Background: an optimization exercise with open tools, aiming at small area. Do not read the settings as production practice. The RTL was checked by simulation tests, not by an equivalence proof against the original design. Power is estimated from default activity; no workload was simulated.

==> flow/design.v <==
module id_stage_pipe #(
  parameter int XLEN     = 32,
  parameter int NREG     = 32,
  parameter int STALL_CW = 16
) (
  input  logic                     clk,
  input  logic                     rst,
  input  logic                     if_valid,
  input  logic [31:0]              if_instr,
  input  logic [XLEN-1:0]          if_pc,
  output logic                     id_ready,
  input  logic                     ex_ready,
  input  logic                     flush,
  input  logic                     wb_en,
  input  logic [$clog2(NREG)-1:0]  wb_addr,
  input  logic [XLEN-1:0]          wb_data,
  output logic                     ex_valid,
  output logic [XLEN-1:0]          ex_pc,
  output logic [XLEN-1:0]          ex_rs_data,
  output logic [XLEN-1:0]          ex_rt_data,
  output logic [XLEN-1:0]          ex_imm,
  output logic [$clog2(NREG)-1:0]  ex_rd,
  output logic [5:0]               ex_func,
  output logic [2:0]               ex_alu_op,
  output logic                     ex_mem_read,
  output logic                     ex_mem_write,
  output logic                     ex_reg_write,
  output logic                     ex_mem_to_reg,
  output logic [STALL_CW-1:0]      stall_count
);
  localparam int AW = $clog2(NREG);
  logic [5:0]    opcode;
  logic [AW-1:0] rs_addr, rt_addr, rd_addr;
  assign opcode  = if_instr[31:26];
  assign rs_addr = if_instr[21 +: AW];
  assign rt_addr = if_instr[16 +: AW];
  assign rd_addr = if_instr[11 +: AW];
  logic unused_instr_bits;
  assign unused_instr_bits = ^if_instr[25:6];
  logic [3:0]      w_hi, s_hi, t_hi;
  logic [7:0]      w_lo, s_lo, t_lo;
  logic [NREG-1:1] wdec;    
  logic [NREG-1:1] vld;     
  logic [NREG-1:1] rdok;    
  logic [NREG-1:0] ssel, tsel;    
  logic [XLEN-1:0] regs [1:NREG-1];
  for (genvar k = 0; k < 4; k++) begin : g_hi
    assign w_hi[k] = wb_en && (wb_addr[4:3] == 2'(k));
    assign s_hi[k] = (rs_addr[4:3] == 2'(k));
    assign t_hi[k] = (rt_addr[4:3] == 2'(k));
  end
  for (genvar k = 0; k < 8; k++) begin : g_lo
    assign w_lo[k] = (wb_addr[2:0] == 3'(k));
    assign s_lo[k] = (rs_addr[2:0] == 3'(k));
    assign t_lo[k] = (rt_addr[2:0] == 3'(k));
  end
  for (genvar i = 1; i < NREG; i++) begin : g_reg
    and2g u_wd (.a(w_hi[i/8]), .b(w_lo[i%8]), .y(wdec[i]));
    assign rdok[i] = rst && vld[i] && !wdec[i];
    and3g u_sd (.a(s_hi[i/8]), .b(s_lo[i%8]), .c(rdok[i]), .y(ssel[i]));
    and3g u_td (.a(t_hi[i/8]), .b(t_lo[i%8]), .c(rdok[i]), .y(tsel[i]));
    always_ff @(posedge clk) begin
      vld[i] <= rst && (vld[i] || wdec[i]);
    end
    always_ff @(posedge clk) begin
      if (wdec[i]) regs[i] <= wb_data;
    end
  end
  logic byp_rs_a, byp_rt_a;
  assign byp_rs_a = rst && wb_en && (rs_addr != '0);
  assign byp_rt_a = rst && wb_en && (rt_addr != '0);
  and2g u_bs (.a(byp_rs_a), .b(wb_addr == rs_addr), .y(ssel[0]));
  and2g u_bt (.a(byp_rt_a), .b(wb_addr == rt_addr), .y(tsel[0]));
  logic [XLEN-1:0] rs_data, rt_data;
  logic [XLEN-1:0] rdat [NREG];
  always_comb begin
    rdat[0] = wb_data;
    for (int i = 1; i < NREG; i++) rdat[i] = regs[i];
  end
  for (genvar b = 0; b < XLEN; b++) begin : g_rd
    logic [NREG-1:0] col;
    for (genvar i = 0; i < NREG; i++) begin : g_col
      assign col[i] = rdat[i][b];
    end
    ao_sel32 u_rs (.d(col), .s(ssel), .y(rs_data[b]));
    ao_sel32 u_rt (.d(col), .s(tsel), .y(rt_data[b]));
  end
  logic is_r, is_addi, is_lw, is_sw, is_beq;
  assign is_r    = (opcode == 6'h00);
  assign is_addi = (opcode == 6'h08);
  assign is_lw   = (opcode == 6'h23);
  assign is_sw   = (opcode == 6'h2B);
  assign is_beq  = (opcode == 6'h04);
  logic          dec_rw, dec_x, dec_y;
  logic [AW-1:0] dec_dest;
  assign dec_rw   = is_r | is_addi | is_lw;
  assign dec_x    = is_r | is_beq;
  assign dec_y    = is_lw | is_sw;
  assign dec_dest = is_r ? rd_addr : ((is_addi | is_lw) ? rt_addr : '0);
  logic          c_rw, c_x, c_y;
  logic [15:0]   ex_imm_r;
  assign ex_mem_read   = c_rw & c_y;
  assign ex_mem_to_reg = c_rw & c_y;
  assign ex_mem_write  = ~c_rw & c_y;
  assign ex_reg_write  = c_rw;
  assign ex_alu_op     = {1'b0, c_rw & c_x, ~c_rw & c_x};
  assign ex_imm        = {{16{ex_imm_r[15]}}, ex_imm_r};
  assign ex_func       = ex_imm_r[5:0];
  logic rt_is_src, load_use;
  assign rt_is_src = is_r | is_sw | is_beq;
  assign load_use  = ex_valid && ex_mem_read && (ex_rd != '0) && if_valid &&
                     ((ex_rd == rs_addr) || ((ex_rd == rt_addr) && rt_is_src));
  assign id_ready = rst && (flush || (ex_ready && !load_use));
  logic ld;
  assign ld = rst && !flush && ex_ready && !load_use;
  always_ff @(posedge clk) begin
    if (!rst || ld) begin
      ex_pc      <= rst ? if_pc : '0;
      ex_imm_r   <= rst ? if_instr[15:0] : '0;
      ex_rs_data <= rs_data;
      ex_rt_data <= rt_data;
      ex_rd      <= rst ? dec_dest : '0;
      c_rw       <= rst && dec_rw;
      c_x        <= rst && dec_x;
      c_y        <= rst && dec_y;
    end
  end
  always_ff @(posedge clk) begin
    if (!rst)                    ex_valid <= 1'b0;
    else if (flush)              ex_valid <= 1'b0;
    else if (ex_ready)           ex_valid <= if_valid && !load_use;
  end
  always_ff @(posedge clk) begin
    if (!rst)
      stall_count <= '0;
    else if (!flush && ex_ready && load_use && stall_count != '1)
      stall_count <= stall_count + STALL_CW'(1);
  end
endmodule
module and2g (
  input  logic a, b,
  output logic y
);
  assign y = a & b;
endmodule
module and3g (
  input  logic a, b, c,
  output logic y
);
  assign y = a & b & c;
endmodule
module aoi222 (
  input  logic a0, b0, a1, b1, a2, b2,
  output logic y
);
  assign y = ~((a0 & b0) | (a1 & b1) | (a2 & b2));
endmodule
module aoi22 (
  input  logic a0, b0, a1, b1,
  output logic y
);
  assign y = ~((a0 & b0) | (a1 & b1));
endmodule
module ao_sel32 (
  input  logic [31:0] d,
  input  logic [31:0] s,
  output logic        y
);
  logic [10:0] n;
  for (genvar g = 0; g < 10; g++) begin : g_aoi
    aoi222 u (.a0(d[3*g]), .b0(s[3*g]), .a1(d[3*g+1]), .b1(s[3*g+1]),
              .a2(d[3*g+2]), .b2(s[3*g+2]), .y(n[g]));
  end
  aoi22 u_last (.a0(d[30]), .b0(s[30]), .a1(d[31]), .b1(s[31]), .y(n[10]));
  assign y = ~(&n);
endmodule
==> flow/flow/run.sh <==
#!/bin/bash
# Standard ORFS layout, with two changes to how the layout is built:
#  - port buffers use the smallest buffer cell (buf_1) instead of ORFS's pick;
#  - clock tree synthesis uses clkbuf_8 with small sink clusters and adds no
#    dummy loads.
set -euo pipefail
bash standard.sh \
  BUFFER_PORTS_ARGS="-buffer_cell sky130_fd_sc_hd__buf_1" \
  CTS_ARGS="-sink_clustering_enable -repair_clock_nets -dont_use_dummy_load -buf_list sky130_fd_sc_hd__clkbuf_8 -sink_clustering_size 16 -sink_clustering_max_diameter 80" \
  finish > standard.log 2>&1
==> flow/standard.sh <==
#!/bin/bash
# synth_recipe.tcl (not shown) runs the flow's synth.tcl, then flattens the netlist and writes it again
# the make line also repeats each setting of config.mk as NAME=value (left out here)
make -C /OpenROAD-flow-scripts/flow DESIGN_CONFIG=/design/flow/config.mk WORK_HOME=/design/flow/orfs CLKGATE_MAP_FILE= SYNTH_SCRIPT=/design/flow/synth_recipe.tcl "${@:-finish}"
==> flow/config.mk <==
export PLATFORM = sky130hd
export DESIGN_NAME = id_stage_pipe
export DESIGN_NICKNAME = id_stage_pipe
export VERILOG_FILES = /design/flow/design.v
export SDC_FILE = /design/flow/constraint.sdc
export NUM_CORES = 4
export LEC_CHECK = 0
export CAP_MARGIN = 0
export CORE_MARGIN = 2
export CORE_UTILIZATION = 40
export PLACE_DENSITY = 0.45
export SLEW_MARGIN = 0
export SYNTH_HIERARCHICAL = 1
export SYNTH_MINIMUM_KEEP_SIZE = 0
==> flow/constraint.sdc <==
create_clock -name core_clock -period 5.0 [get_ports {clk}]
set_input_delay 1.0000 -clock core_clock [delete_from_list [all_inputs] [get_ports {clk}]]
set_output_delay 1.0000 -clock core_clock [all_outputs]
set_load 0.01 [all_outputs]
==> results of run 1 <==
[modules after synthesis (local to each module, per instance)]
module,cells inside,area (µm²),times used
aoi22,1,12.5,64
and2g,1,6.26,33
id_stage_pipe,1578,36700,1
and3g,1,6.26,62
ao_sel32,4,23.8,64
aoi222,1,10.0,640
[flip-flops by register name, indices dropped and copies added, names as in the netlist]
register	cells
ex_rd	5
ex_imm_r	16
c_y	1
ex_valid	1
stall_count	16
c_rw	1
ex_rt_data	32
vld	31
regs	992
ex_pc	32
ex_rs_data	32
c_x	1
[metrics by stage]
step / worst slack (ns) / util [%] / instances
floorplan: 0.824 / - / 2633
global placement: 0.546 / 43.7 / 4499
detailed placement: 0.526 / 43.7 / 4499
CTS: 0.899 / 44.7 / 4582
global route: 0.721 / 44.7 / 4583
finish: 0.885 / 44.7 / 4583
[final cells by class]
cell class,instances,share of cell area [%]
Antenna cell,1,0.00490
Clock buffer,83,2.24
Inverter,5,0.0368
Multi-Input combinational cell,1416,22.4
Sequential cell,1160,67.3
Tap cell,1512,3.70
Timing Repair Buffer,406,4.32
[placed cells by master (no fill, tap or decap), types with 5 or more instances in the layout]
cell	instances
a21boi_1	7
o21ai_0	11
xnor2_1	11
a21oi_1	5
nand4_1	134
nor3_1	12
nor2b_1	12
nand3_1	72
and2_1	53
buf_12	13
and3_1	5
and3b_1	5
a22oi_1	5
dfxtp_1	48
nand2_1	51
or3_1	74
and2_2	33
buf_4	124
nor3b_1	10
and3_2	62
clkbuf_8	83
a22oi_2	64
buf_1	268
a222oi_1	640
xor2_1	10
nor2_1	106
edfxtp_1	1112
[cell families after synthesis]
family | Yosys count | synth area share [%]
AOI/OAI and AO/OA | 743 | 16.2
xor gates and xnor gates | 21 | 0.400
adders and majority gates | 1 | 0.0272
buffers and inverters | 57 | 0.683
DFF | 1160 | 74.7
muxes | 4 | 0.0871
other | 1 | 0.00815
and+or+nand+nor | 646 | 7.86
[worst min-delay path: cells and delay by family, from the launching register on]
| kind | cells | cell delay [ns] |
|---|---|---|
| DFF | 1 | 0.35 |
| and+or+nand+nor | 2 | 0.12 |
[power groups by stage]
stage	combinational (W)	clock (W)	sequential, W
after floorplan	0.000173	0	0.0111
after global placement	0.000526	0	0.0111
after detailed placement	0.000533	0	0.0111
after CTS	0.000535	0.00464	0.0109
after global routing	0.000577	0.00493	0.0109
final	0.000538	0.00453	0.0109
[layer usage]
metal  vias up  wire length [µm]  global-route usage (%)
li1      13100                 -                       -
met2      2839             83400                    47.8
met1     17300             73000                    42.6
met4         2             10300                    15.5
met3       498             26300                    10.0
met5         -                57                   0.361
[worst min-delay path by stage]
| stage | depth (start not counted) | start | end | slack (ns) |
|---|---|---|---|---|
| 2_1_floorplan | 2 | vld[10]$_DFF_P_ | vld[10]$_DFF_P_ | 0.44 |
| 5_1_grt | 2 | if_pc[25] | ex_pc[25]$_SDFFCE_PN0P_ | 0.47 |
| 3_5_place_dp | 2 | vld[21]$_DFF_P_ | vld[21]$_DFF_P_ | 0.46 |
| 4_1_cts | 2 | if_pc[24] | ex_pc[24]$_SDFFCE_PN0P_ | 0.42 |
| 6_report | 2 | vld[21]$_DFF_P_ | vld[21]$_DFF_P_ | 0.49 |
| 3_3_place_gp | 2 | vld[21]$_DFF_P_ | vld[21]$_DFF_P_ | 0.45 |
==> impl.org, run 1 <==
** Synth
- In the synthesized netlist, the number of instances is 2633.
- Synth unique cells :: 50
- Synth top area cells :: edfxtp_1 73%, a222oi_1 14%, dfxtp_1 2.1%, nand4_1 1.8%, a22oi_2 1.7%
- During synthesis, Yosys emitted a total of 9 warnings.
- Cell type with the highest aggregate area in the netlist :: edfxtp_1
- Post-synth design cell area :: 46000 µm²
- Nets in the synthesized netlist :: 2741
- In the synthesized netlist the dominant register cell turns out to be edfxtp_1.
- Seq cells post-synth :: 1160
- Number of enable-type register cells in the synthesized netlist :: 1112
- By instance count, the leading cell after synthesis is edfxtp_1.
- Dividing the synthesized area by the synthesized cell count gives 17.5 µm².
- After synthesis, the most frequently instantiated cells are 1112 x edfxtp_1, 640 x a222oi_1, 134 x nand4_1.
- Sequential area share after synthesis :: 74.7%
- After synthesis, the share of flip-flops with an asynchronous set or reset is 0%.
- Post-synth top area share :: 72.6%

** Setup path
- Path depth of the worst reg2reg path :: 4
- Chain of cells forming the critical path :: buf_1, xnor2_1, nand4_1, nor4_4, nor2_1, a211oi_1, o21ai_0, buf_1
- Worst EP arrival :: 3.12 ns
- The critical path starts at if_instr[16].
- The startpoint identified for the worst register-to-register timing path is ex_rd[1]$_SDFFCE_PN0P_.
- In this run the worst setup path terminates at id_ready.
- Setup slack of the most critical reg-to-reg path :: 1.70 ns
- Delay of the slowest critical-path stage :: 0.48 ns
- WP depth :: 8
- Standard cell with the maximum stage delay on the critical path :: buf_1
- Crit path launch type :: input port
- End of the worst register-to-register path :: ex_rt_data[9]$_DFFE_PP_
- Max FO, Critical Path :: 11
- The critical path is of the in2out type.
- Counting stages on the worst path, the most repeated cell is buf_1.
- STA classifies the critical path endpoint as an output pin.
- Required time at the endpoint of the critical path :: 4.00 ns
- Buf+Inv Stages, Crit Path :: 2
- The kind of cell with the highest combined delay along the critical path is buffers and inverters.

** Global routing
- After global routing the overflow that remains totals 0.
- Vias in the first global route :: 33100
- The first global-routing pass estimated 261000 µm of wire.
- The number of antenna violations at the first check in global routing came to 2.
- Entering global routing, the biggest net connects 93 pins.
- GR Util All Layers :: 32.1%

** Final layout
- The post-route netlist has 12.6% of its cells at a drive strength greater than 1.
- Relative to the synthesized area, the layout overhead comes to 11.0%.
- In the final layout, the multi-input gates occupy 11500 µm².
- The final layout contains 3180 nets.
- The filler cells instantiated in the layout total 10200.
- The finished cells cover 51100 µm².
- Area occupied by registers :: 34400 µm²

** Flow run
- Max Cap Violations :: 0

** Detailed routing
- Post-route DRC violation count :: 0
- Total via count in the routed design :: 33800
- Summed over all layers, the routed wires come to 193000 µm.
- Routed wirelength normalized by instance count :: 42.1 µm
- Count of antenna-violating nets left after detailed routing :: 0
- The first detailed-routing pass took 10 iterations.
- The detailed router finished its first iteration with 7997 violations.
- Via/cell ratio :: 7.37

** Die
- Die outline height :: 343 µm
- Initial Util :: 40.3%
- Site Rows :: 124
- Area of the core :: 114000 µm²
- The floorplan step defined a die boundary enclosing 118000 µm².
- For this design the top-level I/O count stands at 271.
- The die is 343 µm wide.

** Power and ir drop
- In this run the power density over the cells is 313 nW/µm².
- Summed over all cells, the static leakage comes to 16.1 nW.
- Net switching is 22.2% of the power.
- Worst IR drop on VDD :: 0.000189 V
- Internal Dissipation :: 0.0124 W
- The clock network accounts for 28.3% of the total power.
- The share of total power dissipated in combinational logic is 3.4%.
- Registers are responsible for 68.3% of the overall power.
- Total design power :: 0.0160 W
- For this design the total switching power over the nets is 0.00355 W.

** STA
- The number of max-slew violations in the final report came to 0.
- The clock period could shrink to 4.12 ns.
- Tightest hold margin :: 0.486 ns
- Unrepaired setup endpoints after global routing :: false
- The worst path uses 82.3% of the clock period.
- Final setup violation count :: 0
- Relative slew margins :: 18.7%
- On the final layout, the worst clock skew is 0.0866 ns.
- Worst slew pin tran :: 1.21 ns
- Final count of hold timing violations :: 0
- Static timing analysis puts the maximum clock frequency at 243 MHz.
- Setup TNS :: 0 ns

** Clocking
- Cts bufs inserted :: 83
- Root buffer cell :: clkbuf_8
- After clock tree synthesis, the flow added hold-fix buffers numbering 0.
- Later-pin clock latency in the skew report :: 0.80 ns
- The H-tree was split into 3 levels.
- TritonCTS built the clock tree.
- TritonCTS sink count :: 1160
- Worst-case clock buffer depth :: 3
- The number of gates resized after CTS was 0.
- Post-CTS Setup Inserts :: 0
- Clock-pin slew on the worst setup and hold paths :: 0.11 ns

** Place
- The congestion estimate from routability-driven global placement came to 0.906.
- In this run the tool buffered the top-level ports with 269 buffer cells.
- Placed standard-cell area :: 49900 µm²
- Detailed placement finished with a half-perimeter wire length of 111000 µm.

** Status
- The flow ran to the end and the layout has no timing, DRC or antenna violations.

** Min path
- Tightest Hold Check Type :: reg2reg
==> inputs of run 2 (changes only) <==
--- a/flow/config.mk
+++ b/flow/config.mk
@@ -8,7 +8,7 @@
 export CAP_MARGIN = 0
 export CORE_MARGIN = 2
 export CORE_UTILIZATION = 40
-export PLACE_DENSITY = 0.45
+export PLACE_DENSITY = 0.6
 export SLEW_MARGIN = 0
 export SYNTH_HIERARCHICAL = 1
 export SYNTH_MINIMUM_KEEP_SIZE = 0
==> run 2 against run 1 <==
The layout now fails its checks (capacitance limit, slew limit). Setup slack improved by 0.027 ns. Final cell count grew 0.46%. Synthesized cell count stayed put. First-iteration DRC count up 8.5%. Fmax up 0.66%. Clock-buffer cell count up 2. Total power about the same. Register-to-register slack improved by 0.37 ns. Hold slack lost 0.0083 ns. Utilization rose by 0.21 points. Combinational power is 2% higher. Sequential power hardly changed. Critical path type unchanged. Highest routed layer unchanged.
==> impl.org, run 2 <==
** STA
- Minimum clock period after layout :: 4.09 ns
- At the pin with the least slew margin, the transition time is 1.52 ns.
- Number of pins with negative max-slew slack in the final report :: 16
- Setup violations remaining at the end of the flow were counted as 0.
- Tcrit/Tclk final :: 81.8%
- Post-route clock skew :: 0.109 ns
- Relative slew margins :: -1.60%
- After routing, the total negative slack on setup checks comes to 0 ns.
- The number of failing hold endpoints at the final stage is 0.
- The worst path meets setup with 0.912 ns of slack.
- Unrepaired setup endpoints after global routing :: false
- Highest achievable clock rate :: 245 MHz

** Final layout
- Most common library cell in the layout ignoring fill and taps :: edfxtp_1
- More flip-flops sit in one register than any other, and that register is regs.
- Final net count :: 3197
- In the final layout, the share of cells above drive strength 1 is 11.3%.
- Counting the fill cells in the layout gives 10000.
- Commonest cells after routing, fill and taps aside :: 1112 x edfxtp_1, 640 x a222oi_1, 268 x buf_1
- Max FFs per register :: 992
- The count of cells in the finished layout, fillers not included, comes to 4604.
- From synthesis to final layout, the design area changed by 11.6%.

** Synth
- After Yosys synthesis, XOR and XNOR cells account for 0.400% of the synthesized area.
- By area the synthesized netlist is led by edfxtp_1 73%, a222oi_1 14%, dfxtp_1 2.1%, nand4_1 1.8%, a22oi_2 1.7%.
- Synthesis instantiated 50 different standard cells from the library.
- Summing every instance area after synthesis gives 46000 µm².
- Library cell with the highest instance count after synthesis :: edfxtp_1
- Nets in the synthesized netlist :: 2741
- Synth Warn # :: 9
- The share of synthesized area in the top cell type comes to 72.6%.
- Among all flip-flop cells after synthesis, the most frequent one is edfxtp_1.
- Avg Synthesized Cell Area :: 17.5 µm²
- The synthesized netlist devotes 0.0272% of its cell area to adder and majority cells.
- Measured against the total synthesized area, the mux share comes to 0.0871%.
- Sequential cells were found to cover 74.7% of the synthesized design area.
- For this run, asynchronously set or reset flops after synthesis account for 0%.
- Synth top cells by count :: 1112 x edfxtp_1, 640 x a222oi_1, 134 x nand4_1
- Compound-gate portion of the synthesized area :: 16.2%
- Number of enable-type register cells in the synthesized netlist :: 1112
- The synthesized design contains 1160 register bits.
- Dominant combinational cell family by area after synthesis :: compound AO/OA/AOI/OAI gates
- edfxtp_1 takes more of the synthesized area than any other cell.
- Counting every instance in the synthesized netlist gives 2633.
- After Yosys synthesis, and, or, nand and nor cells account for 7.86% of the synthesized area.

** Detailed routing
- Once detail routing completed, the nets flagged for antenna violations numbered 0.
- Total via count in the routed design :: 34000
- After detailed routing, the total wire length is 177000 µm.
- The first detailed-routing pass took 14 iterations.
- Via/cell ratio :: 7.39
- Routed wirelength normalized by instance count :: 38.5 µm
- Post-route DRC violation count :: 0
- 1st-iter DRT viols :: 8679

** Clocking
- Cts bufs inserted :: 85
- Post-CTS resize count :: 0
- Later-pin clock latency in the skew report :: 0.79 ns
- Number of H-tree branching levels :: 3
- Post-CTS timing repair inserted 0 buffers for setup.
- CTS Hold Bufs :: 0
- Root buffer cell :: clkbuf_8
- In this run the deepest clock path goes through 3 buffers.
- TritonCTS built the clock tree.
- Clock-pin slew on the worst setup and hold paths :: 0.09 ns
- TritonCTS sink count :: 1160

** Place
- Timing analysis after detailed placement gives a worst setup slack of 0.536 ns.
- At the end of routability-driven placement, the weighted congestion stood at 0.944.
- Buffers on Ports :: 269
- Final HPWL DP :: 104000 µm
- After detailed placement, the design holds a cell count of 4513.

** Status
- The run finished, with violations left.
- A clean result was blocked by capacitance limit, slew limit.

** Setup path
- Crit path launch type :: input port
- Together, buffers and inverters on the worst path number 2.
- Data arrives at the worst endpoint at 3.09 ns.
- Cell seen most often among critical-path stages :: buf_1
- Data on the critical path is required at its endpoint by 4.00 ns.
- Standard cell with the maximum stage delay on the critical path :: buf_1
- Category of the critical setup timing path :: in2out
- The signal on the critical path passes through buf_1, xnor2_1, nand4_1, nor4_4, nor2_1, a211oi_1, o21ai_0, buf_1.
- CP Capture Type :: output pin
- The cell family contributing the most delay on the critical path is compound AO/OA/AOI/OAI gates.
- The setup check on the worst reg-to-reg path leaves a slack of 2.07 ns.
- In this design, the stage delay of the slowest critical-path cell is 0.48 ns.
- Max FO, Critical Path :: 11

** Global routing
- The first global-routing pass estimated 245000 µm of wire.
- GR Overflow Total :: 0
- The number of global-route vias before repair came to 33700.
- GR Util All Layers :: 29.2%
- Entering global routing, the biggest net connects 83 pins.
- Antenna violations before repair :: 7

** Die
- The initial utilization of the core area, before any placement, comes to 40.3%.
- The die is 343 µm wide.
- 271 I/O pins were placed.
- Site Rows :: 124
- Area of the core :: 114000 µm²
- Total Die Area :: 118000 µm²
- The floorplan step set the die height to 343 µm.

** Power and ir drop
- Summed over all cells, the static leakage comes to 16.2 nW.
- Part of the power in combinational logic :: 3.4%
- The internal power of the cells totals 0.0125 W.
- Switching power share of the total :: 21.9%
- Sequential cells account for 68.4% of the total power.
- In this run the power density over the cells is 311 nW/µm².
- The clock network accounts for 28.2% of the total power.
- Power spent charging and discharging nets :: 0.00350 W
- Worst IR drop on VDD :: 0.000268 V

** Min path
- The worst hold path belongs to the class reg2reg.

** Flow run
- Max Cap Violations :: 1
run 2: worst paths after layout:
check,startpoint,to,cells after the start
worst max-delay path,if_instr[16],id_ready,8
worst min-delay path,vld[25]$_DFF_P_,vld[25]$_DFF_P_,2
worst max register to register,vld[21]$_DFF_P_,ex_rs_data[29]$_DFFE_PP_,7
worst min register to register,vld[25]$_DFF_P_,vld[25]$_DFF_P_,2
run 2: cell families (layout without fill, tap and decap cells):
| kind of cell | after synthesis | in the layout |
|---|---|---|
| DFF | 1160 | 1160 |
| AOI/OAI and AO/OA | 743 | 743 |
| and+or+nand+nor | 646 | 646 |
| buffers and inverters | 57 | 511 |
| xor gates and xnor gates | 21 | 21 |
| muxes | 4 | 4 |
| adders and majority gates | 1 | 1 |
| other | 1 | 6 |
run 2: metrics by stage:
| stage | hold WS [ns] | util, % | total power (W) | area [µm²] |
|---|---|---|---|---|
| final | 0.478 | 44.9 | 0.0160 | 51300 |
| after global routing | 0.504 | 44.9 | 0.0163 | 51300 |
| after CTS | 0.467 | 44.9 | 0.0160 | 51300 |
| after detailed placement | 0.460 | 43.9 | 0.0117 | 50100 |
| after global placement | 0.450 | 43.9 | 0.0116 | 50100 |
| after floorplan | 0.441 | - | 0.0113 | 46000 |
run 2: per-layer routing:
layer / wire, µm / GRT usage, % / part of all wire [%]
met2: 79900 / 45.0 / 45
met5: 60 / 0 / 0.034
met1: 61000 / 36.6 / 34
met3: 27200 / 10.2 / 15
met4: 9030 / 14.9 / 5.1
run 2: tightest hold or removal path: stages (launching register included):
cell     delay [ns]
dfxtp_1        0.33
nor2_1         0.05
nor2_1         0.07
run 2: cell type report:
type | instances | area [µm²] | area share, %
sequential | 1160 | 34400 | 66.9
tap | 1512 | 1890 | 3.69
multi-input combinational | 1416 | 11400 | 22.2
antenna | 5 | 12.5 | 0.0244
inverter | 5 | 18.8 | 0.0366
clock buffer | 85 | 1170 | 2.28
timing repair buffer | 421 | 2470 | 4.81
run 2: modules after synthesis (local to each module, per instance):
| module | area (µm²) | flops+latches | cells | times used |
|---|---|---|---|---|
| aoi222 | 10.0 | 0 | 1 | 640 |
| and2g | 6.26 | 0 | 1 | 33 |
| id_stage_pipe | 36700 | 1160 | 1578 | 1 |
| and3g | 6.26 | 0 | 1 | 62 |
| aoi22 | 12.5 | 0 | 1 | 64 |
| ao_sel32 | 23.8 | 0 | 4 | 64 |
run 2: power by group through the flow:
| stage | logic (W) | registers [W] | clock network [W] |
|---|---|---|---|
| 3_5_place_dp | 0.000533 | 0.0111 | 0 |
| 5_1_grt | 0.000575 | 0.0109 | 0.00483 |
| 4_1_cts | 0.000534 | 0.0109 | 0.00453 |
| 2_1_floorplan | 0.000173 | 0.0111 | 0 |
| 3_3_place_gp | 0.000517 | 0.0111 | 0 |
| 6_report | 0.000547 | 0.0109 | 0.00450 |
==> inputs of run 3 (changes only) <==
--- a/flow/config.mk
+++ b/flow/config.mk
@@ -7,8 +7,8 @@
 export LEC_CHECK = 0
 export CAP_MARGIN = 0
 export CORE_MARGIN = 2
-export CORE_UTILIZATION = 40
-export PLACE_DENSITY = 0.6
+export CORE_UTILIZATION = 56
+export PLACE_DENSITY = 0.66
 export SLEW_MARGIN = 0
 export SYNTH_HIERARCHICAL = 1
 export SYNTH_MINIMUM_KEEP_SIZE = 0
==> run 3 against run 2 <==
Now clean on timing, DRC and antenna. Sequential power hardly changed. Combinational power down 2%. Non-clock buffer count down 10. Final cell count fell by 9.9%.
==> impl.org, run 3 <==
** Die
- Site Rows :: 105
- Initial Util :: 56.3%
- In this run the count of I/O pins placed on the die edge is 271.
- The die is 291 µm wide.
- Total Die Area :: 84400 µm²
- Area of the core :: 81700 µm²
- In this run the vertical extent of the chip is 291 µm.

** Setup path
- Buf+Inv Stages, Crit Path :: 2
- In this run the worst path has a maximum fanout of 11.
- Cell seen most often among critical-path stages :: buf_1
- Worst EP arrival :: 3.14 ns
- Delay of the slowest critical-path stage :: 0.55 ns
- Setup slack of the most critical reg-to-reg path :: 2.17 ns
- Chain of cells forming the critical path :: buf_1, xnor2_1, nand4_1, nor4_4, nor2_1, a211oi_1, o21ai_0, buf_1
- Standard cell with the maximum stage delay on the critical path :: buf_1
- Data on the critical path is required at its endpoint by 4.00 ns.
- STA classifies the critical path endpoint as an output pin.
- Cell family contributing the most delay on the critical path :: buffers and inverters
- STA classifies the critical path startpoint as an input port.
- By startpoint and endpoint, the worst setup path is classified as in2out.

** Clocking
- At the later pin of the worst-skew pair, clock insertion delay measures 0.76 ns.
- Buffers inserted to repair hold after CTS numbered 0.
- Cts bufs inserted :: 82
- Worst-case clock buffer depth :: 3
- Post-CTS Setup Inserts :: 0
- Post-CTS resize count :: 0
- Clock-pin slew on the worst setup and hold paths :: 0.10 ns
- CTS placed an instance of clkbuf_8 at the clock tree root.
- Clock tree synthesis found a total of 1160 sinks.
- The H-tree generated during clock tree synthesis spans 3 levels.
- Clock tree from TritonCTS :: built

** Synth
- Fraction of synthesized area in multiplexers :: 0.0871%
- Summing the areas of all and, or, nand and nor instances in the mapped netlist gives 7.86% of the synthesized area.
- Compound-gate portion of the synthesized area :: 16.2%
- Synth unique cells :: 50
- Summing every instance area after synthesis gives 46000 µm².
- Synth top cells by count :: 1112 x edfxtp_1, 640 x a222oi_1, 134 x nand4_1
- In the post-synthesis netlist, the cell with the most instances is edfxtp_1.
- Nets in the synthesized netlist :: 2741
- The most used flip-flop cell after synthesis is edfxtp_1.
- Sequential area share after synthesis :: 74.7%
- In this run the biggest area consumer among cell types represents 72.6% of the synthesized area.
- Seq cells post-synth :: 1160
- Adder-cell share of the synthesized area :: 0.0272%
- Share of synthesized registers carrying an async set or reset :: 0%
- Synth top area cells :: edfxtp_1 73%, a222oi_1 14%, dfxtp_1 2.1%, nand4_1 1.8%, a22oi_2 1.7%
- Synthesis produced a netlist whose cell count is 2633.
- XOR/XNOR share of the synthesized area :: 0.400%
- In this run, synthesis inferred 1112 flip-flops with an integrated enable.
- For this run, the number of Yosys warnings is 9.
- Summed over all instances, the cell type with the most area after synthesis is edfxtp_1.
- Avg Synthesized Cell Area :: 17.5 µm²
- Dominant combinational cell family by area after synthesis :: compound AO/OA/AOI/OAI gates

** STA
- In the finished design, the share of the clock period the worst path needs comes to 82.9%.
- Setup TNS :: 0 ns
- Across all setup checks in the final design, the least slack found is 0.855 ns.
- The number of failing hold endpoints at the final stage is 0.
- Worst slew pin tran :: 1.31 ns
- Minimum clock period after layout :: 4.14 ns
- The number of max-slew violations in the final report came to 0.
- Static timing analysis puts the maximum clock frequency at 241 MHz.
- Post-route clock skew :: 0.101 ns
- Relative slew margins :: 12.9%
- Final setup violation count :: 0
- Setup repair after global routing left no endpoint under its margin.

** Global routing
- Global-route wire length before repair :: 237000 µm
- GR Util All Layers :: 39.5%
- The number of antenna violations at the first check in global routing is 8.
- Vias in the first global route :: 33500
- Entering global routing, the biggest net connects 121 pins.
- Global routing finished with a remaining overflow of 0.

** Final layout
- Commonest cells after routing, fill and taps aside :: 1112 x edfxtp_1, 640 x a222oi_1, 267 x buf_1
- For this run, the share of the core covered by cells in the final layout is 61.8%.
- Max FFs per register :: 992
- Growth of design area from synthesis to finish :: 9.73%
- The library cell used most frequently in the layout, excluding fill and tap cells, is edfxtp_1.
- The multi-input combinational cells in the finished layout cover a total of 11400 µm².
- After the last flow step, the layout net total stands at 3184.
- Biggest register :: regs
- Area occupied by registers :: 34400 µm²
- Ratio of cells with drive above 1 in the final layout :: 10.8%
- Filler cells :: 5946

** Power and ir drop
- Total design power :: 0.0158 W
- In this run the static leakage power is 16.1 nW.
- Across the VDD grid, the largest voltage drop is 0.000290 V.
- Dividing total power by cell area gives a power density of 313 nW/µm².

** Detailed routing
- The detail route stage leaves a number of antenna-violating nets equal to 0.
- Before antenna repair, the detailed router went through 14 iterations.
- Dividing the detail-routed via count by the number of cells gives 8.23.
- After the first detailed-routing iteration, the DRC count stood at 8959.
- Post-route DRC violation count :: 0
- Total wire length :: 171000 µm
- Routed wirelength normalized by instance count :: 41.2 µm
- The routed layout has 34100 vias.

** Status
- Outcome :: no timing/DRC/antenna violations

** Place
- Once detailed placement completed, the half-perimeter wirelength came to 92200 µm.
- The congestion estimate from routability-driven global placement came to 0.894.
- Worst setup slack after placement :: 0.762 ns
- In this run the tool buffered the top-level ports with 269 buffer cells.

** Min path
- Tightest Hold Check Type :: reg2reg

** Flow run
- Max-cap violations in this run came to 0.
-- run 3: cell counts after synthesis --
Identical to the previous run, type by type.
-- run 3: cells by family (layout without fill, tap and decap cells) --
family	count (synthesis)	in the layout
buffers and inverters	57	498
other	1	7
and+or+nand+nor	646	646
DFF	1160	1160
AOI/OAI and AO/OA	743	743
adders and majority gates	1	1
muxes	4	4
xor gates and xnor gates	21	21
-- run 3: metal layers --
metal / vias to the layer above / part of all wire (%) / wire [µm] / GRT usage, %
met5: - / 0.012 / 21 / 0.340
met4: 4 / 6.0 / 10300 / 20.1
met3: 712 / 19 / 32000 / 15.0
met2: 3712 / 43 / 74100 / 58.4
met1: 16600 / 32 / 54800 / 51.4
li1: 13100 / - / - / -
-- run 3: final timing paths --
path                                from                 endpoint  cells past startpoint
setup / recovery            if_instr[18]                 id_ready                      8
hold / removal           vld[13]$_DFF_P_          vld[13]$_DFF_P_                      2
setup reg to reg  ex_rd[1]$_SDFFCE_PN0P_  ex_rs_data[2]$_DFFE_PP_                      7
hold reg to reg          vld[13]$_DFF_P_          vld[13]$_DFF_P_                      2
-- run 3: cell type report --
class,count,area share (%)
antenna,6,0.0298
clock buffer,82,2.24
inverter,5,0.0372
multi-input combinational,1416,22.6
sequential,1160,68.1
tap,1070,2.65
timing repair buffer,411,4.39
-- run 3: modules after synthesis (local to each module, per instance) --
module | copies in the design | cells | cell area (µm²)
id_stage_pipe | 1 | 1578 | 36700
aoi22 | 64 | 1 | 12.5
aoi222 | 640 | 1 | 10.0
and2g | 33 | 1 | 6.26
ao_sel32 | 64 | 4 | 23.8
and3g | 62 | 1 | 6.26
-- run 3: stage by stage --
stage	hold slack, ns	cells	instance area, µm²
finish	0.485	4150	50500
detailed placement	0.460	4062	49300
global route	0.509	4148	50500
floorplan	0.441	2633	46000
global placement	0.450	4062	49300
CTS	0.483	4144	50400
-- run 3: worst reg2reg max path: stages, from the launching register on --
cell and delay [ns]:
edfxtp_1 0.54, xor2_1 0.19, nor3_1 0.24, nor3b_2 0.27
nor2_1 0.10, a211oi_1 0.46, o21ai_4 0.13, buf_12 0.31
-- run 3: where the power goes --
group          total [W]  switching (W)  internal, W
clock            0.00436        0.00288      0.00147
sequential        0.0109       0.000101       0.0108
combinational   0.000537       0.000414     0.000122
total             0.0158        0.00340       0.0124
==> inputs of run 4 (changes only) <==
--- a/flow/config.mk
+++ b/flow/config.mk
@@ -7,8 +7,8 @@
 export LEC_CHECK = 0
 export CAP_MARGIN = 0
 export CORE_MARGIN = 2
-export CORE_UTILIZATION = 56
-export PLACE_DENSITY = 0.66
+export CORE_UTILIZATION = 50
+export PLACE_DENSITY = 0.6
 export SLEW_MARGIN = 0
 export SYNTH_HIERARCHICAL = 1
 export SYNTH_MINIMUM_KEEP_SIZE = 0
==> run 4 against run 3 <==
Global-route usage decreased by 3.2 points. Cell area decreased by 0.38%. Sequential power about the same. Utilization decreased by 6.7 points. Critical path depth unchanged. Setup slack improved by 0.093 ns. Sequential share of layout area increased by 0.26 points. Clock power increased by 1%. Hold slack got worse by 0.0082 ns. Highest routed layer unchanged. Still clean on timing, DRC and antenna. Critical path type unchanged.
==> impl.org, run 4 <==
** Status
- Outcome :: no timing/DRC/antenna violations

** Setup path
- Required time at the endpoint of the critical path :: 4.00 ns
- The startpoint identified for the worst register-to-register timing path is vld[23]$_DFF_P_.
- Worst EP arrival :: 3.05 ns
- The endpoint identified for the worst register-to-register timing path is ex_rs_data[20]$_DFFE_PP_.
- Crit path launch type :: input port
- The worst register-to-register path has a setup slack of 2.11 ns.
- Category of the critical setup timing path :: in2out
- The worst setup path is captured at an output pin.
- For the worst flop-to-flop path, the logic depth is 7.
- Max FO, Critical Path :: 11

** Synth
- In the synthesized netlist the dominant register cell turns out to be edfxtp_1.
- Library cell with the highest instance count after synthesis :: edfxtp_1
- Post-synth top area share :: 72.6%
- Post-synth design cell area :: 46000 µm²
- Counting every net in the synthesized netlist gives 2741.
- Synth Warn # :: 9
- In this run, synthesis produced a sequential element count of 1160.
- Cell type with the highest aggregate area in the netlist :: edfxtp_1
- Sequential area share after synthesis :: 74.7%
- Averaged over all synthesized cells, the footprint is 17.5 µm².
- Synth unique cells :: 50
- Share of synthesized registers carrying an async set or reset :: 0%
- By area the synthesized netlist is led by edfxtp_1 73%, a222oi_1 14%, dfxtp_1 2.1%, nand4_1 1.8%, a22oi_2 1.7%.
- The synthesized design contains 1112 enable-type register cells.
- The commonest cells after synthesis are 1112 x edfxtp_1, 640 x a222oi_1, 134 x nand4_1.
- Cell count after synthesis :: 2633

** Final layout
- Filler-free cell count of the finished design :: 4227
- Post-route core utilization :: 55.0%
- Max FFs per register :: 992
- Commonest cells after routing, fill and taps aside :: 1112 x edfxtp_1, 640 x a222oi_1, 268 x buf_1
- Relative to the synthesized area, the layout overhead comes to 9.31%.
- After filler insertion, the fill cell instance count of the layout stands at 7237.
- Ratio of cells with drive above 1 in the final layout :: 11.0%
- Counting flops per register, the top entry is regs.
- In the final design database the tool counted 3146 nets.
- With fillers left out, the area of the finished cells amounts to 50300 µm².
- Most common library cell in the layout ignoring fill and taps :: edfxtp_1

** Die
- The floorplan step defined a die boundary enclosing 94400 µm².
- The total area inside the core boundary comes to 91400 µm².
- Site Rows :: 111
- For this configuration, the core starts out at a cell density of 50.3%.
- Die span in x :: 307 µm
- Total I/O pin count :: 271
- In this run the vertical extent of the chip is 307 µm.

** Detailed routing
- The count of nets left with antenna violations once routing finished came out at 0.
- The first detailed-routing pass ran for 13 iterations.
- Total wire length :: 175000 µm
- Routed wirelength normalized by instance count :: 41.5 µm
- In the routed layout, each cell is associated on average with a via count of 8.00.
- After the first detailed-routing iteration, the DRC count stood at 8795.
- The final route contains 33800 vias.
- Post-route DRC violation count :: 0

** STA
- The clock period could shrink to 4.05 ns.
- Number of pins with negative max-slew slack in the final report :: 0
- Final count of hold timing violations :: 0
- Highest achievable clock rate :: 247 MHz
- Post-route clock skew :: 0.0529 ns
- Setup violations remaining at the end of the flow were counted as 0.
- In this run the tightest slew margin relative to its limit is 5.49%.
- Tcrit/Tclk final :: 81.0%
- Unrepaired setup endpoints after global routing :: false
- After routing, the total negative slack on setup checks comes to 0 ns.
- At the pin with the least slew margin, the transition time is 1.42 ns.

** Clocking
- TritonCTS sink count :: 1160
- Clock tree from TritonCTS :: built
- The cell sitting at the root of the clock tree is a clkbuf_8.
- For the worst-skew pair, the clock arrives at the later sink with an insertion delay of 0.75 ns.
- Cts bufs inserted :: 82
- Worst-case clock buffer depth :: 3
- Clock-pin slew was measured on the worst setup and hold paths at 0.08 ns.
- In this run, post-CTS repair resized a total of 0 instances.
- CTS Hold Bufs :: 0
- The H-tree was split into 3 levels.
- In this run the post-CTS setup repair buffer count came out at 0.

** Place
- At the end of routability-driven placement, the weighted congestion stood at 0.897.
- Summing all placed instances gives a cell area of 49100 µm².
- Number of cells in the design after placement :: 4140
- Port buffering added 269 buffers.
- The wire-length estimate of the detail-placed layout is 91100 µm.

** Min path
- The startpoint identified for the worst hold timing path is vld[30]$_DFF_P_.
- End of the worst hold path :: vld[30]$_DFF_P_
- Counting instances, the worst hold path has a depth of 2.
- Tightest Hold Check Type :: reg2reg

** Global routing
- Global routing consumed, over all layers together, 36.3% of the routing resources.
- Global-route wire length before repair :: 241000 µm
- Maximum number of pins on one net before global-route repair :: 67
- Vias in the first global route :: 33300
- After global routing the overflow that remains totals 0.
- The number of antenna violations at the first check in global routing came to 9.

** Power and ir drop
- Power Density :: 316 nW/µm²
- VDD sags by at most 0.000169 V.
- For this design the static power due to leakage is 15.9 nW.

** Flow run
- Max Cap Violations :: 0
[run 4: cell types whose count changed in the layout (fill, tap and decap cells not counted)]
cell | before | now
and3_1 | 63 | 22
and3_2 | 0 | 41
buf_1 | 267 | 268
buf_12 | 11 | 3
buf_2 | 1 | 0
buf_4 | 131 | 101
diode_2 | 6 | 5
[run 4: layer usage]
metal  vias to the layer above  track usage, %  share of wire (%)
met5                         -           0.310              0.049
met4                        10            17.4                5.2
met1                     16800            47.6                 35
met3                       628            12.5                 16
met2                      3343            54.4                 44
li1                      13100               -                  -
[run 4: how the worst max path moves through the flow]
stage / from / endpoint / slack [ns] / depth (start not counted)
2_1_floorplan: if_instr[23] / c_rw$_DFFE_PP_ / 0.82 / 6
3_3_place_gp: wb_addr[2] / ex_rt_data[26]$_DFFE_PP_ / 0.81 / 9
3_5_place_dp: wb_addr[4] / ex_rs_data[20]$_DFFE_PP_ / 0.76 / 9
4_1_cts: if_instr[18] / id_ready / 0.94 / 8
5_1_grt: if_instr[16] / id_ready / 0.80 / 8
6_report: if_instr[18] / id_ready / 0.95 / 8
[run 4: power breakdown]
| group | internal (W) | total (W) | switching [W] | leakage [nW] |
|---|---|---|---|---|
| logic | 0.000127 | 0.000539 | 0.000413 | 4.70 |
| registers | 0.0108 | 0.0109 | 0.000101 | 10.6 |
| clock network | 0.00148 | 0.00441 | 0.00293 | 0.590 |
| total | 0.0124 | 0.0159 | 0.00345 | 15.9 |
[run 4: area by class of cell]
type / count / area (µm²) / area share [%]
diodes: 5 / 12.5 / 0.0249
well taps: 1186 / 1480 / 2.95
inverters: 5 / 18.8 / 0.0373
clock buffers: 82 / 1130 / 2.24
repair buffers: 373 / 1830 / 3.64
multi-input cells: 1416 / 11400 / 22.8
flip-flops and latches: 1160 / 34400 / 68.3
[run 4: kinds of logic after synthesis]
group	share of synthesized area (%)
xor+xnor	0.400
buf+inv	0.683
fa+ha+maj	0.0272
mux	0.0871
other cells	0.00815
flops	74.7
simple gates	7.86
compound gates	16.2
[run 4: per-module statistics from Yosys (local to each module, per instance)]
| module | cells | cell area (µm²) |
|---|---|---|
| id_stage_pipe | 1578 | 36700 |
| and2g | 1 | 6.26 |
| aoi22 | 1 | 12.5 |
| aoi222 | 1 | 10.0 |
| ao_sel32 | 4 | 23.8 |
| and3g | 1 | 6.26 |
[run 4: stage by stage]
| stage | power, W | setup WS (ns) | hold WS (ns) |
|---|---|---|---|
| after floorplan | 0.0113 | 0.824 | 0.441 |
| after global placement | 0.0116 | 0.807 | 0.450 |
| after detailed placement | 0.0117 | 0.763 | 0.462 |
| after CTS | 0.0159 | 0.945 | 0.482 |
| after global routing | 0.0162 | 0.801 | 0.511 |
| final | 0.0159 | 0.948 | 0.476 |
[run 4: worst max-delay path: stages]
cell      delay (ns)
buf_1           0.48
xnor2_1         0.19
nand4_1         0.18
nor4_4          0.35
nor2_1          0.07
a211oi_1        0.45
o21ai_0         0.17
buf_1           0.15
==> inputs of run 5 (changes only) <==
==> flow/flow/run.sh (replaced) <==
#!/bin/bash
# Standard ORFS layout (standard synthesis), with these changes to how the
# layout is built:
#  - port buffers use the smallest buffer cell (buf_1) instead of ORFS's pick;
#  - clock tree synthesis uses clkbuf_8 leaf clusters of up to 16 sinks and
#    adds no dummy loads;
#  - after global routing, gates off the critical paths are downsized
#    (ORFS's RECOVER_POWER step, on all paths).
set -euo pipefail
bash standard.sh \
  BUFFER_PORTS_ARGS="-buffer_cell sky130_fd_sc_hd__buf_1" \
  CTS_ARGS="-sink_clustering_enable -repair_clock_nets -dont_use_dummy_load -buf_list sky130_fd_sc_hd__clkbuf_8 -sink_clustering_size 16 -sink_clustering_max_diameter 80" \
  RECOVER_POWER=100 \
  finish > standard.log 2>&1
==> run 5 against run 4 <==
Now fails the layout checks on capacitance limit, slew limit. Clock power hardly changed. Highest routed layer unchanged. Hold slack about the same. Sequential share of layout area up 0.37 points. Utilization decreased by 0.30 points. Clock-buffer cell count did not move. Largest cell class unchanged. Critical path type is now in2reg. Wire length up 0.12%. Sequential cell count stayed put. Largest power group unchanged. Non-clock buffer count did not move.
==> impl.org, run 5 <==
** Status
- Outcome :: failed layout checks
- In this run the layout check failures are capacitance limit, slew limit.

** Setup path
- The worst setup path is captured at a flip-flop.
- Required time at the endpoint of the critical path :: 5.27 ns
- Along the worst path, the maximum fanout reaches 33.
- End of the worst register-to-register path :: ex_rs_data[30]$_DFFE_PP_
- Worst EP arrival :: 4.85 ns
- Setup slack of the most critical reg-to-reg path :: 0.86 ns
- Category of the critical setup timing path :: in2reg
- The worst setup path is launched from an input port.
- The startpoint identified for the worst register-to-register timing path is ex_rd[1]$_SDFFCE_PN0P_.
- Path depth of the worst reg2reg path :: 4

** Synth
- In this run, synthesis produced a sequential element count of 1160.
- Number of enable-type register cells in the synthesized netlist :: 1112
- Cell count after synthesis :: 2633
- After synthesis, the share of flip-flops with an asynchronous set or reset is 0%.
- Nets in the synthesized netlist :: 2741
- After synthesis, the most frequently instantiated cells are 1112 x edfxtp_1, 640 x a222oi_1, 134 x nand4_1.
- Avg Synthesized Cell Area :: 17.5 µm²
- Sorting the synthesized cells by area gives the leading types as edfxtp_1 73%, a222oi_1 14%, dfxtp_1 2.1%, nand4_1 1.8%, a22oi_2 1.7%.
- The most common cell in the synthesized netlist is edfxtp_1.
- Synth Warn # :: 9
- The share of synthesized area in the top cell type comes to 72.6%.
- Sequential area share after synthesis :: 74.7%
- The mapped netlist covers 46000 µm².
- Of all cell types, the one taking the most synthesized area is edfxtp_1.
- Top flip-flop cell by instance count after synthesis :: edfxtp_1
- Synth unique cells :: 50

** Detailed routing
- Via/cell ratio :: 8.04
- The first TritonRoute pass finished after 14 iterations.
- Dividing the detail-routed wire length by the instance count gives 41.5 µm.
- Detailed routing inserted a total of 34000 vias.
- In this run the remaining antenna-violating nets after routing total 0.
- 1st-iter DRT viols :: 8827
- Total wire length :: 176000 µm
- Post-route DRC violation count :: 0

** Clocking
- The H-tree was split into 3 levels.
- Post-CTS Setup Inserts :: 0
- Later-pin clock latency in the skew report :: 0.74 ns
- Root buffer cell :: clkbuf_8
- Clock tree from TritonCTS :: built
- Buffers inserted to repair hold after CTS numbered 0.
- Buffers inserted during clock tree synthesis total 82.
- The clock passes through at most 3 buffers.
- The number of gates resized after CTS was 0.
- Clock-pin slew on the worst setup and hold paths :: 0.09 ns
- TritonCTS sink count :: 1160

** Global routing
- Vias in the first global route :: 33300
- GR Util All Layers :: 36.3%
- Maximum number of pins on one net before global-route repair :: 67
- Global routing finished with a remaining overflow of 0.
- The first global-routing pass estimated 241000 µm of wire.
- The number of antenna violations at the first check in global routing is 9.

** Final layout
- Commonest cells after routing, fill and taps aside :: 1112 x edfxtp_1, 640 x a222oi_1, 257 x buf_1
- Post-route cell area :: 50000 µm²
- Max FFs per register :: 992
- Biggest register :: regs
- Most common library cell in the layout ignoring fill and taps :: edfxtp_1
- For this run, the post-layout net count is 3146.
- In the final layout, the share of cells above drive strength 1 is 8.73%.
- Growth of design area from synthesis to finish :: 8.71%

** STA
- The clock arrives with 0.0467 ns of skew.
- Unrepaired setup endpoints after global routing :: false
- Adding up every negative setup slack in the final design gives 0 ns.
- Tightest hold margin :: 0.477 ns
- Relative slew margins :: -151%
- The number of failing hold endpoints at the final stage came to 0.
- Tcrit/Tclk final :: 91.6%
- Final setup violation count :: 0
- The worst path needs 4.58 ns of the cycle, external delays included.
- The number of max-slew violations in the final report was 1206.
- Based on the critical path, the design can be clocked at up to 218 MHz.
- For the pin with the worst max-slew slack, the measured transition is 3.77 ns.

** Die
- Total Die Area :: 94400 µm²
- The initial utilization of the core area, before any placement, comes to 50.3%.
- Total I/O pin count :: 271
- Die outline height :: 307 µm
- Site Rows :: 111
- Area of the core :: 91400 µm²
- Die span in x :: 307 µm

** Min path
- End of the worst hold path :: vld[30]$_DFF_P_
- Counting instances, the worst hold path has a depth of 2.
- In this run the worst hold path is classified as reg2reg.
- Worst Min Path Start :: vld[30]$_DFF_P_

** Flow run
- Max Cap Violations :: 36

** Power and ir drop
- Worst IR drop on VDD :: 0.000167 V
- Summed over all cells, the static leakage comes to 15.6 nW.
- Power Density :: 317 nW/µm²

** Place
- Summed over all nets, the half-perimeter wirelength after detailed placement is 91100 µm.
- The count of buffers added on input and output ports is 269.
- Routability congestion estimate :: 0.897
- Once placement finished, the instance area stood at 49100 µm².
[run 5: worst max-delay path by stage]
stage / to / from / cells past startpoint
final: regs[3][5]$_DFFE_PP_ / wb_en / 4
after global routing: ex_pc[20]$_SDFFCE_PN0P_ / if_instr[21] / 8
after CTS: id_ready / if_instr[18] / 8
after detailed placement: ex_rs_data[20]$_DFFE_PP_ / wb_addr[4] / 9
after global placement: ex_rt_data[26]$_DFFE_PP_ / wb_addr[2] / 9
after floorplan: c_rw$_DFFE_PP_ / if_instr[23] / 6
[run 5: cells by family (layout without fill, tap and decap cells)]
| family | Yosys count | in the layout | share of synthesized area, % |
|---|---|---|---|
| compound gates | 743 | 743 | 16.2 |
| xor+xnor | 21 | 21 | 0.400 |
| fa+ha+maj | 1 | 1 | 0.0272 |
| buf+inv | 57 | 460 | 0.683 |
| flops | 1160 | 1160 | 74.7 |
| mux | 4 | 4 | 0.0871 |
| other cells | 1 | 8 | 0.00815 |
| simple gates | 646 | 646 | 7.86 |
[run 5: critical path, cell delays in order]
cell and delay, ns:
buf_1 0.17, nor3b_1 0.79, and2_0 0.30, clkbuf_1 2.53
[run 5: metrics by stage]
step,power (W),setup slack [ns],utilization [%],cells
floorplan,0.0113,0.824,-,2633
global placement,0.0116,0.807,53.8,4140
detailed placement,0.0117,0.763,53.8,4140
CTS,0.0159,0.945,55.0,4222
global route,0.0162,0.424,54.7,4224
finish,0.0159,0.419,54.7,4229
[run 5: layout make-up]
type	instances	area, µm²
Fill cell	7305	41400
Sequential cell	1160	34400
Multi-Input combinational cell	1416	11400
Timing Repair Buffer	373	1590
Tap cell	1186	1480
Clock buffer	82	1130
Inverter	5	18.8
Antenna cell	7	17.5
[run 5: power breakdown]
part	switching (W)	leakage, nW	internal [W]
clock network	0.00293	0.590	0.00148
logic	0.000409	4.41	0.000112
registers	0.000102	10.6	0.0108
[run 5: per-layer routing]
layer,part of all wire [%],vias to the layer above,GRT usage (%),wire (µm)
met5,0.049,-,0.310,86
met4,5.4,8,17.4,9420
met3,16,667,12.5,27700
met2,44,3310,54.4,77400
met1,35,16900,47.6,61000
li1,-,13100,-,-
[run 5: per-module statistics from Yosys, one instance, submodules excluded]
module	area, µm²	flip-flops and latches
and2g	6.26	0
and3g	6.26	0
id_stage_pipe	36700	1160
ao_sel32	23.8	0
aoi222	10.0	0
aoi22	12.5	0
==> inputs of run 6 (changes only) <==
==> flow/flow/run.sh (replaced) <==
#!/bin/bash
# Standard ORFS layout (standard synthesis), with these changes to how the
# layout is built:
#  - before global placement, flow/downsize.tcl gives the single-load a22oi_2
#    gates the smallest size (a22oi_1);
#  - port buffers use the smallest buffer cell (buf_1) instead of ORFS's pick;
#  - clock tree synthesis uses clkbuf_8 leaf clusters of up to 16 sinks and
#    adds no dummy loads.
set -euo pipefail
bash standard.sh \
  PRE_GLOBAL_PLACE_TCL="$PWD/flow/downsize.tcl" \
  BUFFER_PORTS_ARGS="-buffer_cell sky130_fd_sc_hd__buf_1" \
  CTS_ARGS="-sink_clustering_enable -repair_clock_nets -dont_use_dummy_load -buf_list sky130_fd_sc_hd__clkbuf_8 -sink_clustering_size 16 -sink_clustering_max_diameter 80" \
  finish > standard.log 2>&1
==> flow/flow/downsize.tcl (new file) <==
# Before global placement: the read-port AND-OR-INVERT gates that synthesis
# mapped to a22oi_2 each drive a single gate input, so they take the
# smallest size of the same cell (a22oi_1).
set n 0
foreach inst [get_cells -hierarchical *] {
  if {[get_property $inst ref_name] ne "sky130_fd_sc_hd__a22oi_2"} { continue }
  set out [get_pins -of_objects $inst -filter "direction==output"]
  set loads [get_pins -of_objects [get_nets -of_objects $out] -filter "direction==input"]
  if {[llength $loads] <= 2} {
    replace_cell $inst sky130_fd_sc_hd__a22oi_1
    incr n
  }
}
puts "downsize: $n a22oi_2 cells replaced by a22oi_1"
==> run 6 against run 5 <==
Now clean on timing, DRC and antenna. Cell area grew 0.25%. Global-route usage shrank 0.080 points. Total power about the same. Largest cell class unchanged. Clock skew increased by 0.069 ns. Via count increased by 0.39%. Fmax is 12% higher. Hold slack about the same. Setup slack improved by 0.49 ns. Highest routed layer unchanged. Critical endpoint is now id_ready.
==> impl.org, run 6 <==
** STA
- Timing would allow up to 245 MHz.
- Unrepaired setup endpoints after global routing :: false
- Post-route clock skew :: 0.116 ns
- Number of pins with negative max-slew slack in the final report :: 0
- Final count of hold timing violations :: 0
- For the pin with the worst max-slew slack, the measured transition is 1.34 ns.
- Minimum clock period after layout :: 4.09 ns
- Setup TNS :: 0 ns
- Setup violations remaining at the end of the flow were counted as 0.
- Relative slew margins :: 10.4%
- Tcrit/Tclk final :: 81.8%

** Clocking
- Clock-pin slew on the worst setup and hold paths :: 0.09 ns
- Root buffer cell :: clkbuf_8
- Post-CTS Setup Inserts :: 0
- Clock tree from TritonCTS :: built
- CTS Hold Bufs :: 0
- CTS built an H-tree with a depth of 3.
- The clock passes through at most 3 buffers.
- TritonCTS sink count :: 1160
- Counting the buffers created by CTS gives 82.
- Post-CTS resize count :: 0
- Later-pin clock latency in the skew report :: 0.79 ns

** Detailed routing
- For this run, design rule violations remaining after detail routing come to 0.
- 1st-iter DRT viols :: 8826
- Total wire length :: 175000 µm
- For this block, the via count after detailed routing is 34100.
- Via/cell ratio :: 8.02
- Count of antenna-violating nets left after detailed routing :: 0
- In the final routed layout, each cell accounts on average for 41.1 µm.
- Before antenna repair, the detailed router went through 13 iterations.

** Setup path
- On the critical path, the stage with the largest delay is an instance of buf_1.
- The worst register-to-register path ends at ex_rs_data[8]$_DFFE_PP_.
- Counting cells, the worst reg-to-reg path comes to 7.
- In this run the critical register-to-register path is launched from vld[24]$_DFF_P_.
- Delay of the slowest critical-path stage :: 0.49 ns
- In this run the worst path has a maximum fanout of 11.
- The critical path in this run is classified as in2out.
- The worst setup path is captured at an output pin.
- Among cell families on the critical path, the largest total delay comes from compound AO/OA/AOI/OAI gates.
- The setup check on the worst reg-to-reg path leaves a slack of 2.22 ns.
- The signal on the critical path passes through buf_1, xnor2_1, nand4_1, nor4_4, nor2_1, a211oi_1, o21ai_0, buf_1.
- Worst EP arrival :: 3.09 ns
- The worst setup path is launched from an input port.
- Required time at the endpoint of the critical path :: 4.00 ns
- The critical path contains buffers and inverters numbering 2 combined.
- By instance count, the cell type seen most on the critical path is buf_1.

** Power and ir drop
- Total design power :: 0.0159 W
- The analysis attributes to cell leakage a power of 16.0 nW.
- Worst IR drop on VDD :: 0.000177 V
- For this design the ratio of total power to cell area is 317 nW/µm².

** Global routing
- In the global route stage, overall resource usage came out at 36.2%.
- Global-route wire length before repair :: 242000 µm
- The number of global-route vias before repair is 33400.
- GR Overflow Total :: 0
- Entering global routing, the biggest net connects 84 pins.
- Antenna violations before repair :: 13

** Synth
- Among all cell types in the netlist, the one instantiated most often is edfxtp_1.
- Synth unique cells :: 50
- Cell type with the highest aggregate area in the netlist :: edfxtp_1
- Sequential area share after synthesis :: 74.7%
- Avg Synthesized Cell Area :: 17.5 µm²
- Share of synthesized registers carrying an async set or reset :: 0%
- Nets in the synthesized netlist :: 2741
- Sorting the synthesized cells by area gives the leading types as edfxtp_1 73%, a222oi_1 14%, dfxtp_1 2.1%, nand4_1 1.8%, a22oi_2 1.7%.
- In this run, synthesis produced a sequential element count of 1160.
- Number of enable-type register cells in the synthesized netlist :: 1112
- Ranked by instance count, the synthesized netlist is headed by 1112 x edfxtp_1, 640 x a222oi_1, 134 x nand4_1.
- After synthesis the cells add up to 46000 µm².
- Top flip-flop cell by instance count after synthesis :: edfxtp_1
- Cell count after synthesis :: 2633
- After synthesis, the largest area contributor takes up 72.6% of total cell area.
- Yosys printed 9 warnings.

** Place
- The congestion estimate from routability-driven global placement came to 0.924.
- Buffers placed on the I/O ports in this run total 269.
- Once placement finished, the instance area stood at 49000 µm².
- Final HPWL DP :: 95800 µm

** Die
- After floorplanning, the core was sized to cover 91400 µm².
- 271 I/O pins were placed.
- Site Rows :: 111
- Measured along the y axis, the die boundary spans 307 µm.
- Total Die Area :: 94400 µm²
- Once the floorplan was initialized, standard cells occupied 50.3% of the core.
- Die span in x :: 307 µm

** Final layout
- Ratio of cells with drive above 1 in the final layout :: 9.79%
- Biggest register :: regs
- Post-route cell area :: 50100 µm²
- Growth of design area from synthesis to finish :: 8.98%
- Max FFs per register :: 992
- Commonest cells after routing, fill and taps aside :: 1112 x edfxtp_1, 640 x a222oi_1, 268 x buf_1
- Most common library cell in the layout ignoring fill and taps :: edfxtp_1
- Filler cells :: 7238
- Final net count :: 3173
- The multi-input combinational cells in the finished layout cover a total of 11100 µm².
- Area occupied by registers :: 34400 µm²

** Status
- The run finished with no timing, DRC or antenna violations.

** Min path
- In this run the most critical hold path is launched from vld[10]$_DFF_P_.
- Cells on Worst Hold Path :: 2
- Tightest Hold Check Type :: reg2reg
- End of the worst hold path :: vld[10]$_DFF_P_

** Flow run
- Across the run, the number of max-cap violations was 0.
run 6: how the worst max path moves through the flow:
stage	start	to	cells after the start
4_1_cts	if_instr[16]	id_ready	8
2_1_floorplan	if_instr[23]	c_rw$_DFFE_PP_	6
6_report	if_instr[18]	id_ready	8
5_1_grt	if_instr[18]	id_ready	8
3_5_place_dp	if_instr[23]	ex_rs_data[16]$_DFFE_PP_	8
3_3_place_gp	if_instr[23]	ex_rs_data[16]$_DFFE_PP_	8
run 6: tightest hold or removal path, cell delays in order, from the launching register on:
cell     delay, ns
dfxtp_1       0.34
nor2_1        0.05
nor2_1        0.07
run 6: layer usage:
metal  global-route usage [%]  up-vias  wire length (µm)
met5                        0        -                77
met4                     17.6       12              9390
met3                     12.2      652             27100
met2                     55.6     3266             78500
met1                     46.3    17100             59900
li1                         -    13100                 -
run 6: per-module statistics from Yosys, one instance, submodules excluded:
module / flops+latches / cells / area [µm²]
aoi222: 0 / 1 / 10.0
and2g: 0 / 1 / 6.26
id_stage_pipe: 1160 / 1578 / 36700
ao_sel32: 0 / 4 / 23.8
aoi22: 0 / 1 / 12.5
and3g: 0 / 1 / 6.26
run 6: kinds of logic after synthesis:
kind of cell | share of synthesized area [%]
AND/OR/NAND/NOR | 7.86
other | 0.00815
flip-flops | 74.7
multiplexers | 0.0871
buffers and inverters | 0.683
XOR/XNOR | 0.400
adder cells (fa/ha/maj) | 0.0272
AO/OA/AOI/OAI | 16.2
run 6: through the flow:
stage | hold WS [ns] | setup WS, ns | std cells | util [%]
floorplan | 0.441 | 0.824 | 2633 | -
global placement | 0.451 | 0.695 | 4167 | 53.6
detailed placement | 0.460 | 0.633 | 4167 | 53.6
CTS | 0.483 | 0.968 | 4249 | 54.8
global route | 0.509 | 0.762 | 4251 | 54.8
finish | 0.477 | 0.912 | 4256 | 54.8
run 6: layout make-up:
cell class	instances	area share [%]
Tap cell	1186	2.96
Inverter	5	0.0374
Antenna cell	7	0.0349
Timing Repair Buffer	400	4.00
Clock buffer	82	2.25
Sequential cell	1160	68.5
Multi-Input combinational cell	1416	22.2
run 6: where the power goes:
| group | internal [W] | switching, W | total (W) |
|---|---|---|---|
| Sequential | 0.0108 | 0.0000969 | 0.0109 |
| Clock | 0.00147 | 0.00294 | 0.00441 |
| Combinational | 0.000125 | 0.000417 | 0.000542 |

## separate check: timing with driven ports
Ports are ideal in the flow. The routed layouts listed here were re-timed in OpenROAD.
Step 1, drivers: a clkbuf_16 drives clk and a buf_2 each remaining input, both assumed.
Step 2 also shifts input and output timing later by t, the mid clock arrival at the registers, as if the neighbouring blocks saw the same clock.
Three values: ideal ports, drivers, drivers and shift; two values: the first two.
run | t, ns | slack for setup (ns) | worst setup path after step 2 | slew at the worst register clock pin (ns)
run 1 | 0.828 | 0.885 / 0.857 / 0.299 | input to register | 0.11 / 0.11
run 2 | 0.798 | 0.912 / 0.882 / 0.346 | input to register | 0.11 / 0.11
run 3 | 0.772 | 0.855 / 0.823 / 0.481 | input to register | 0.11 / 0.11
run 4 | 0.786 | 0.948 / 0.921 / 0.571 | input to register | 0.11 / 0.11
run 5 | 0.786 | 0.419 / 0.436 / -0.349 | input to register | 0.11 / 0.11
run 6 | 0.798 | 0.912 / 0.882 / 0.562 | input to register | 0.11 / 0.11
The setup slack of run 5, which loses most, moves by +0.017 ns with the drivers and by -0.768 ns with both steps.
